From an optimization exercise on the open Yosys and OpenROAD flow, aimed at small area, a short achievable clock period and few clock cycles per item; shortcuts taken in it are not production practice. In this exercise RTL edits were held to simulation tests only and were not proved equivalent to the original.

==> v3 <==
Design homeostatic_bias_adaptation_unit, start of the top module:
module homeostatic_bias_adaptation_unit
(
   input  logic                   clock,
   input  logic                   reset,
   input  logic                   req_tvalid,
   output logic                   req_tready,
   input  logic [REQ_TDATA_W-1:0] req_tdata,
   input  logic [REQ_TUSER_W-1:0] req_tuser,
   output logic                   rsp_tvalid,
   input  logic                   rsp_tready,
   output logic [RSP_TDATA_W-1:0] rsp_tdata,
   input  logic                   csr_wr_en,
   input  logic [CSR_IDX_W-1:0]   csr_index,
   input  logic [DATA_W-1:0]      csr_wdata
);
Settings: LEC_CHECK=0, CAP_MARGIN=20, CORE_MARGIN=2, CORE_UTILIZATION=60, SETUP_SLACK_MARGIN=2.0, SLEW_MARGIN=20; clock period 9.0 ns.
run.sh (not shown) runs the stock make flow with config.mk's settings and CLKGATE_MAP_FILE= SYNTH_SCRIPT=/design/flow/synth_recipe.tcl, a recipe that flattens the netlist after the stock synthesis.
==> v29: changes against v3 <==
--- a/flow/design.v
+++ b/flow/design.v
@@ -109,13 +109,12 @@
 module hba_scaler
 (
    input  logic                 pass1,
    input  logic [WIDE_W-1:0]    acc,
    input  logic [WIDE_W-1:0]    mcand,
    input  logic [7:0]           digit,
-   input  logic [7:0]           low,
    input  logic [WIDE_W-1:0]    offset,
    output logic [WIDE_W+7:0]    sum
 );
    localparam int W = WIDE_W + 8;
    logic [W-1:0] op [0:9];
    logic [W-1:0] s1a, c1a, s1b, c1b, s1c, c1c;
@@ -129,13 +128,13 @@
       k = (a & b) | (a & c) | (b & c);
       csa = {k[W-2:0], 1'b0, s};
    endfunction
    always_comb begin
       for (int j = 0; j < 8; j++)
          op[j] = {8'd0, mcand & {WIDE_W{digit[j]}}} << j;
-      op[8] = pass1 ? {8'd0, acc[WIDE_W-9:0], low} : {8'd0, acc};
+      op[8] = pass1 ? {8'd0, acc[WIDE_W-9:0], 8'd0} : {8'd0, acc};
       op[9] = {{8{offset[WIDE_W-1]}}, offset};
       {c1a, s1a} = csa(op[0], op[1], op[2]);
       {c1b, s1b} = csa(op[3], op[4], op[5]);
       {c1c, s1c} = csa(op[6], op[7], op[8]);
       {c2a, s2a} = csa(s1a, c1a, s1b);
       {c2b, s2b} = csa(c1b, s1c, c1c);
@@ -223,23 +222,22 @@
       .csr_wdata (csr_wdata),
       .cfg       (cfg)
    );
    logic [DATA_W-1:0] bias_ff, target_ff, lb_ff, lr_ff;
    logic              above_ff, active_ff, rsp_valid_ff;
    logic              stale_ff;
-   logic signed [7:0] kb_ff, k1_ff;
-   logic              hiok_ff;
+   logic signed [7:0] kb_ff, k1_ff, k2_ff;
    logic              dz_ff, dn_ff;
    logic              hv_ff, hspike_ff, hrate_ff, habove_ff, hengt_ff, hbzc_ff, htzc_ff, bdone_ff;
    logic [DATA_W-1:0] hts_ff;
    logic [2:0]        est_ff;
    logic              ejob_ff;           
    logic [WIDE_W-1:0] acc_ff, x_ff;
    logic [7:0]        digit_ff;
    logic [1:0]        cnt_ff;
-   logic              neg_ff, off_ff, corr_ff;
+   logic              neg_ff, off_ff;
    logic [2:0]        cmd;
    logic [DATA_W-1:0] ts, vm, dtb, dt;
    logic              flag, above_in, above;
    logic              is_spike, is_rate, is_tick;
    logic              need_b, need_t;
    assign vm       = req_tdata[2*DATA_W-1:DATA_W];
@@ -253,35 +251,34 @@
    assign is_tick  = hv_ff ? (!hspike_ff && !hrate_ff) : (cmd == CMD_TICK);
    assign dtb      = ts - lb_ff;
    assign dt       = ts - lr_ff;
    assign need_b   = active_ff && (is_spike || is_rate) && !bdone_ff;
    assign need_t   = active_ff && (is_rate || is_tick);
    logic              t_zero, t_neg, br_zero, g_zero;
-   logic [DATA_W-1:0] t_om;
+   logic [DATA_W-1:0] t_om, t_abs;
    logic [5:0]        bl_t, bl_br, bl_g;
-   logic [DATA_W:0]   d_rs, d_om;
-   logic              d_corr;
+   logic [DATA_W:0]   d_rs, d_abs;
    assign t_zero  = (target_ff == '0);
    assign t_neg   = target_ff[DATA_W-1];
    assign t_om    = t_neg ? ~target_ff : target_ff;
+   assign t_abs   = t_neg ? (~target_ff + 32'd1) : target_ff;
    assign br_zero = (cfg.bias_rate == '0);
    assign g_zero  = (cfg.target_rate_gain == '0);
    assign bl_t    = bitlen32(t_om);
    assign bl_br   = bitlen32(cfg.bias_rate);
    assign bl_g    = bitlen32(cfg.target_rate_gain);
    assign d_rs    = {cfg.rate_scale[DATA_W-1], cfg.rate_scale} - {target_ff[DATA_W-1], target_ff};
-   assign d_om    = above_ff ? (d_rs[DATA_W] ? ~d_rs : d_rs) : {1'b0, t_om};
-   assign d_corr  = above_ff ? d_rs[DATA_W] : t_neg;
+   assign d_abs   = above_ff ? (d_rs[DATA_W] ? (~d_rs + 33'd1) : d_rs) : {1'b0, t_abs};
    logic [31:0]       maskb;
    logic              sat_b, b_zc, b_fast;
    assign maskb  = ge_mask(kb_ff);
    assign sat_b  = (is_spike && !t_neg) ? |(dtb & {maskb[30:0], 1'b0}) : |(dtb & maskb);
    assign b_zc   = br_zero || t_zero || (dtb == '0);
    assign b_fast = b_zc || sat_b;
    logic              sat_t, t_zc, t_fast;
-   assign sat_t  = (|(dt & ge_mask(k1_ff))) && hiok_ff;
+   assign sat_t  = (|(dt & ge_mask(k1_ff))) && !(|(dt & ge_mask(k2_ff)));
    assign t_zc   = dz_ff || g_zero || (dt == '0);
    assign t_fast = t_zc || sat_t;
    logic go, accept, eng_b, eng_t, fast_done, fin, early_b, apply;
    logic edone_b, edone_t, busy;
    logic bzc_i, tzc_i;
    assign go         = !rsp_valid_ff || rsp_tready;
@@ -295,27 +292,26 @@
    assign early_b    = hv_ff && go && edone_b && hengt_ff;
    assign fin        = hv_ff && go && ((edone_b && !hengt_ff) || edone_t);
    assign apply      = fast_done || fin;
    assign bzc_i      = hv_ff ? hbzc_ff : b_zc;
    assign tzc_i      = hv_ff ? htzc_ff : t_zc;
    logic [33:0]       r_b;
-   logic [35:0]       r_sel, nb, nb_z, b_ext, cl_in;
+   logic [35:0]       r_sel, nb, b_ext, cl_in;
    logic              r_neg;
    logic [36:0]       nb_c;
    logic [DATA_W-1:0] bias_step, bias_keep, bias_new, target_new;
    logic [WIDE_W:0]   t_sum_c;
    logic [WIDE_W-1:0] t_sum;
    logic [DATA_W-1:0] target_e;
    assign r_b    = (acc_ff[WIDE_W-1:33] != '0) ? STEP_CAP : acc_ff[33:0];
    assign b_ext  = {{4{bias_ff[DATA_W-1]}}, bias_ff};
-   assign r_sel  = {2'b00, r_b};
-   assign r_neg  = neg_ff;
+   assign r_sel  = (est_ff == E_ADD) ? {2'b00, r_b} : {20'd0, cfg.bias_rate[DATA_W-1:16]};
+   assign r_neg  = (est_ff == E_ADD) ? neg_ff : 1'b1;
    assign nb_c   = {b_ext, 1'b1} + {r_sel ^ {36{r_neg}}, r_neg};
    assign nb     = nb_c[36:1];
-   assign nb_z   = b_ext - {20'd0, cfg.bias_rate[DATA_W-1:16]};
-   assign cl_in  = edone_b ? acc_ff[35:0] : nb_z;
+   assign cl_in  = edone_b ? acc_ff[35:0] : nb;
    assign bias_step = clamp_b(cl_in, cfg.bias_floor, cfg.bias_ceiling);
    assign bias_keep = clamp_b(b_ext, cfg.bias_floor, cfg.bias_ceiling);
    assign t_sum_c = {{(WIDE_W-DATA_W){target_ff[DATA_W-1]}}, target_ff, 1'b1} +
                     {acc_ff ^ {WIDE_W{neg_ff}}, neg_ff};
    assign t_sum   = t_sum_c[WIDE_W:1];
    assign target_e = ((t_sum[WIDE_W-1:DATA_W-1] == '0) || (t_sum[WIDE_W-1:DATA_W-1] == '1))
@@ -375,14 +371,13 @@
          kb_next = kb_cur;
       end
    end
    always_ff @(posedge clock) begin
       stale_ff <= reset || csr_wr_en || t_to_eng;
       kb_ff    <= kb_next;
-      {dz_ff, dn_ff, k1_ff} <= c_next[17:8];
-      hiok_ff  <= $signed(c_next[7:0]) >= 8'sd33;
+      {dz_ff, dn_ff, k1_ff, k2_ff} <= c_next;
    end
    logic              pass1, last1, start_b, start_t, fix, sat1;
    logic [6:0]        s_m;
    logic [DATA_W-1:0] gsel, e_new, e_run;
    logic [WIDE_W-1:0] offset;
    logic [WIDE_W+7:0] sum;
@@ -403,13 +398,12 @@
    assign busy    = hv_ff;
    hba_scaler u_scaler (
       .pass1  (pass1),
       .acc    (acc_ff),
       .mcand  (x_ff),
       .digit  (digit_ff),
-      .low    (corr_ff ? digit_ff : 8'd0),
       .offset (offset),
       .sum    (sum)
    );
    always_ff @(posedge clock) begin
       if (reset) begin
          est_ff <= E_IDLE;
@@ -426,14 +420,13 @@
          endcase
       end
    end
    always_ff @(posedge clock) begin
       if (start_b || start_t) begin
          ejob_ff  <= start_t;
-         x_ff     <= start_t ? {31'd0, d_om} : {32'd0, t_om};
-         corr_ff  <= start_t ? d_corr : t_neg;
+         x_ff     <= start_t ? {31'd0, d_abs} : {32'd0, t_abs};
          cnt_ff   <= top_new;
          digit_ff <= e_new[8*top_new +: 8];
          acc_ff   <= '0;
          neg_ff   <= start_t ? (above_ff ? d_rs[DATA_W] : !t_neg && !t_zero) : t_neg;
          off_ff   <= start_b && is_spike;
       end else if (pass1) begin
Settings changed: CORE_UTILIZATION 60 to 55, SETUP_SLACK_MARGIN 2.0 to 1.5.
==> v22: changes against v3 <==
--- a/flow/design.v
+++ b/flow/design.v
@@ -109,13 +109,12 @@
 module hba_scaler
 (
    input  logic                 pass1,
    input  logic [WIDE_W-1:0]    acc,
    input  logic [WIDE_W-1:0]    mcand,
    input  logic [7:0]           digit,
-   input  logic [7:0]           low,
    input  logic [WIDE_W-1:0]    offset,
    output logic [WIDE_W+7:0]    sum
 );
    localparam int W = WIDE_W + 8;
    logic [W-1:0] op [0:9];
    logic [W-1:0] s1a, c1a, s1b, c1b, s1c, c1c;
@@ -129,13 +128,13 @@
       k = (a & b) | (a & c) | (b & c);
       csa = {k[W-2:0], 1'b0, s};
    endfunction
    always_comb begin
       for (int j = 0; j < 8; j++)
          op[j] = {8'd0, mcand & {WIDE_W{digit[j]}}} << j;
-      op[8] = pass1 ? {8'd0, acc[WIDE_W-9:0], low} : {8'd0, acc};
+      op[8] = pass1 ? {8'd0, acc[WIDE_W-9:0], 8'd0} : {8'd0, acc};
       op[9] = {{8{offset[WIDE_W-1]}}, offset};
       {c1a, s1a} = csa(op[0], op[1], op[2]);
       {c1b, s1b} = csa(op[3], op[4], op[5]);
       {c1c, s1c} = csa(op[6], op[7], op[8]);
       {c2a, s2a} = csa(s1a, c1a, s1b);
       {c2b, s2b} = csa(c1b, s1c, c1c);
@@ -223,23 +222,22 @@
       .csr_wdata (csr_wdata),
       .cfg       (cfg)
    );
    logic [DATA_W-1:0] bias_ff, target_ff, lb_ff, lr_ff;
    logic              above_ff, active_ff, rsp_valid_ff;
    logic              stale_ff;
-   logic signed [7:0] kb_ff, k1_ff;
-   logic              hiok_ff;
+   logic signed [7:0] kb_ff, k1_ff, k2_ff;
    logic              dz_ff, dn_ff;
    logic              hv_ff, hspike_ff, hrate_ff, habove_ff, hengt_ff, hbzc_ff, htzc_ff, bdone_ff;
    logic [DATA_W-1:0] hts_ff;
    logic [2:0]        est_ff;
    logic              ejob_ff;           
    logic [WIDE_W-1:0] acc_ff, x_ff;
    logic [7:0]        digit_ff;
    logic [1:0]        cnt_ff;
-   logic              neg_ff, off_ff, corr_ff;
+   logic              neg_ff, off_ff;
    logic [2:0]        cmd;
    logic [DATA_W-1:0] ts, vm, dtb, dt;
    logic              flag, above_in, above;
    logic              is_spike, is_rate, is_tick;
    logic              need_b, need_t;
    assign vm       = req_tdata[2*DATA_W-1:DATA_W];
@@ -253,35 +251,34 @@
    assign is_tick  = hv_ff ? (!hspike_ff && !hrate_ff) : (cmd == CMD_TICK);
    assign dtb      = ts - lb_ff;
    assign dt       = ts - lr_ff;
    assign need_b   = active_ff && (is_spike || is_rate) && !bdone_ff;
    assign need_t   = active_ff && (is_rate || is_tick);
    logic              t_zero, t_neg, br_zero, g_zero;
-   logic [DATA_W-1:0] t_om;
+   logic [DATA_W-1:0] t_om, t_abs;
    logic [5:0]        bl_t, bl_br, bl_g;
-   logic [DATA_W:0]   d_rs, d_om;
-   logic              d_corr;
+   logic [DATA_W:0]   d_rs, d_abs;
    assign t_zero  = (target_ff == '0);
    assign t_neg   = target_ff[DATA_W-1];
    assign t_om    = t_neg ? ~target_ff : target_ff;
+   assign t_abs   = t_neg ? (~target_ff + 32'd1) : target_ff;
    assign br_zero = (cfg.bias_rate == '0);
    assign g_zero  = (cfg.target_rate_gain == '0);
    assign bl_t    = bitlen32(t_om);
    assign bl_br   = bitlen32(cfg.bias_rate);
    assign bl_g    = bitlen32(cfg.target_rate_gain);
    assign d_rs    = {cfg.rate_scale[DATA_W-1], cfg.rate_scale} - {target_ff[DATA_W-1], target_ff};
-   assign d_om    = above_ff ? (d_rs[DATA_W] ? ~d_rs : d_rs) : {1'b0, t_om};
-   assign d_corr  = above_ff ? d_rs[DATA_W] : t_neg;
+   assign d_abs   = above_ff ? (d_rs[DATA_W] ? (~d_rs + 33'd1) : d_rs) : {1'b0, t_abs};
    logic [31:0]       maskb;
    logic              sat_b, b_zc, b_fast;
    assign maskb  = ge_mask(kb_ff);
    assign sat_b  = (is_spike && !t_neg) ? |(dtb & {maskb[30:0], 1'b0}) : |(dtb & maskb);
    assign b_zc   = br_zero || t_zero || (dtb == '0);
    assign b_fast = b_zc || sat_b;
    logic              sat_t, t_zc, t_fast;
-   assign sat_t  = (|(dt & ge_mask(k1_ff))) && hiok_ff;
+   assign sat_t  = (|(dt & ge_mask(k1_ff))) && !(|(dt & ge_mask(k2_ff)));
    assign t_zc   = dz_ff || g_zero || (dt == '0);
    assign t_fast = t_zc || sat_t;
    logic go, accept, eng_b, eng_t, fast_done, fin, early_b, apply;
    logic edone_b, edone_t, busy;
    logic bzc_i, tzc_i;
    assign go         = !rsp_valid_ff || rsp_tready;
@@ -295,27 +292,26 @@
    assign early_b    = hv_ff && go && edone_b && hengt_ff;
    assign fin        = hv_ff && go && ((edone_b && !hengt_ff) || edone_t);
    assign apply      = fast_done || fin;
    assign bzc_i      = hv_ff ? hbzc_ff : b_zc;
    assign tzc_i      = hv_ff ? htzc_ff : t_zc;
    logic [33:0]       r_b;
-   logic [35:0]       r_sel, nb, nb_z, b_ext, cl_in;
+   logic [35:0]       r_sel, nb, b_ext, cl_in;
    logic              r_neg;
    logic [36:0]       nb_c;
    logic [DATA_W-1:0] bias_step, bias_keep, bias_new, target_new;
    logic [WIDE_W:0]   t_sum_c;
    logic [WIDE_W-1:0] t_sum;
    logic [DATA_W-1:0] target_e;
    assign r_b    = (acc_ff[WIDE_W-1:33] != '0) ? STEP_CAP : acc_ff[33:0];
    assign b_ext  = {{4{bias_ff[DATA_W-1]}}, bias_ff};
-   assign r_sel  = {2'b00, r_b};
-   assign r_neg  = neg_ff;
+   assign r_sel  = (est_ff == E_ADD) ? {2'b00, r_b} : {20'd0, cfg.bias_rate[DATA_W-1:16]};
+   assign r_neg  = (est_ff == E_ADD) ? neg_ff : 1'b1;
    assign nb_c   = {b_ext, 1'b1} + {r_sel ^ {36{r_neg}}, r_neg};
    assign nb     = nb_c[36:1];
-   assign nb_z   = b_ext - {20'd0, cfg.bias_rate[DATA_W-1:16]};
-   assign cl_in  = edone_b ? acc_ff[35:0] : nb_z;
+   assign cl_in  = edone_b ? acc_ff[35:0] : nb;
    assign bias_step = clamp_b(cl_in, cfg.bias_floor, cfg.bias_ceiling);
    assign bias_keep = clamp_b(b_ext, cfg.bias_floor, cfg.bias_ceiling);
    assign t_sum_c = {{(WIDE_W-DATA_W){target_ff[DATA_W-1]}}, target_ff, 1'b1} +
                     {acc_ff ^ {WIDE_W{neg_ff}}, neg_ff};
    assign t_sum   = t_sum_c[WIDE_W:1];
    assign target_e = ((t_sum[WIDE_W-1:DATA_W-1] == '0) || (t_sum[WIDE_W-1:DATA_W-1] == '1))
@@ -375,14 +371,13 @@
          kb_next = kb_cur;
       end
    end
    always_ff @(posedge clock) begin
       stale_ff <= reset || csr_wr_en || t_to_eng;
       kb_ff    <= kb_next;
-      {dz_ff, dn_ff, k1_ff} <= c_next[17:8];
-      hiok_ff  <= $signed(c_next[7:0]) >= 8'sd33;
+      {dz_ff, dn_ff, k1_ff, k2_ff} <= c_next;
    end
    logic              pass1, last1, start_b, start_t, fix, sat1;
    logic [6:0]        s_m;
    logic [DATA_W-1:0] gsel, e_new, e_run;
    logic [WIDE_W-1:0] offset;
    logic [WIDE_W+7:0] sum;
@@ -403,13 +398,12 @@
    assign busy    = hv_ff;
    hba_scaler u_scaler (
       .pass1  (pass1),
       .acc    (acc_ff),
       .mcand  (x_ff),
       .digit  (digit_ff),
-      .low    (corr_ff ? digit_ff : 8'd0),
       .offset (offset),
       .sum    (sum)
    );
    always_ff @(posedge clock) begin
       if (reset) begin
          est_ff <= E_IDLE;
@@ -426,14 +420,13 @@
          endcase
       end
    end
    always_ff @(posedge clock) begin
       if (start_b || start_t) begin
          ejob_ff  <= start_t;
-         x_ff     <= start_t ? {31'd0, d_om} : {32'd0, t_om};
-         corr_ff  <= start_t ? d_corr : t_neg;
+         x_ff     <= start_t ? {31'd0, d_abs} : {32'd0, t_abs};
          cnt_ff   <= top_new;
          digit_ff <= e_new[8*top_new +: 8];
          acc_ff   <= '0;
          neg_ff   <= start_t ? (above_ff ? d_rs[DATA_W] : !t_neg && !t_zero) : t_neg;
          off_ff   <= start_b && is_spike;
       end else if (pass1) begin
Settings changed: CORE_UTILIZATION 60 to 40, SETUP_SLACK_MARGIN 2.0 to 1.6.
==> results.toml <==
[status]
status = "complete, no violations"

[detailed_routing]
num_vias = 72000
wl_met3_um = 35400

[grt]
grt_usage_pct = 44.7
grt_pass1_vias = 68300

[yosys]
seq_area_frac_synth_pct = 20.1

[setup_path]
cp_slowest_stage_delay_ns = 0.53

[floorplan]
fp.coreArea_mm2 = 0.120
initial_core_util_pct = 60.6

[layout]
fill_cells = 9622
That was v3.
==> results.toml <==
[detailed_routing]
vias_per_cell = 6.50
wl_met3_um = 28500

[setup_path]
cp_slowest_stage_delay_ns = 0.54

[grt]
grt_pass1_vias = 67400
grt_usage_pct = 40.8

[status]
status = "complete, no violations"

[layout]
fill_cells = 11700
reg.largest.list = "u_csr.cfg_ff (224), acc_ff (64), x_ff (64)"

[clock_tree]
cts_setup_buffers = 22

[floorplan]
fp.coreArea_mm2 = 0.133
initial_core_util_pct = 55.3

[yosys]
seq_area_frac_synth_pct = 19.9

[place]
gp_congestion = 1.02
That was v29.
==> results.toml <==
[setup_path]
cp_slowest_stage_delay_ns = 0.55

[floorplan]
fp.coreArea_mm2 = 0.183

[grt]
grt_usage_pct = 31.0

[layout]
fill_cells = 18000

[status]
status = "complete, no violations"

[yosys]
seq_area_frac_synth_pct = 19.9
That was v22.
Testbench counts of v3, summed over its fixed seeds: cycles 7,366, items 3,840.
Testbench counts of v29, summed over its fixed seeds: cycles 7,366, items 3,840.
Testbench counts of v22, summed over its fixed seeds: cycles 7,366, items 3,840.

==> what the ideal ports hide <==
No port has a modelled driver above. Below, the same layouts with a new extraction and two added sets of constraints.
Step 1 assumes that a clkbuf_16 drives the clock port and a buf_2 every other input.
Step 2, shift: input delay + t, output delay - t, t = (earliest + latest rising clock arrival at the registers) / 2. This alone moves slack from input paths to output paths.
a / b / c = ideal / step 1 / step 2; a / b = the first two.
run	t, ns	slack for setup (ns)	worst setup path after step 2	cell pins on the clock port's net
v3	0.781	1.673 / 1.673 / 1.342	input to register	1
v29	0.779	1.517 / 1.523 / 0.797	input to register	1
v22	0.774	1.512 / 1.512 / 1.024	input to register	1
After both steps setup and hold are still met in every run listed. For v29, which loses most, drivers alone change the setup slack by +0.006 ns; drivers and shift together by -0.720 ns.
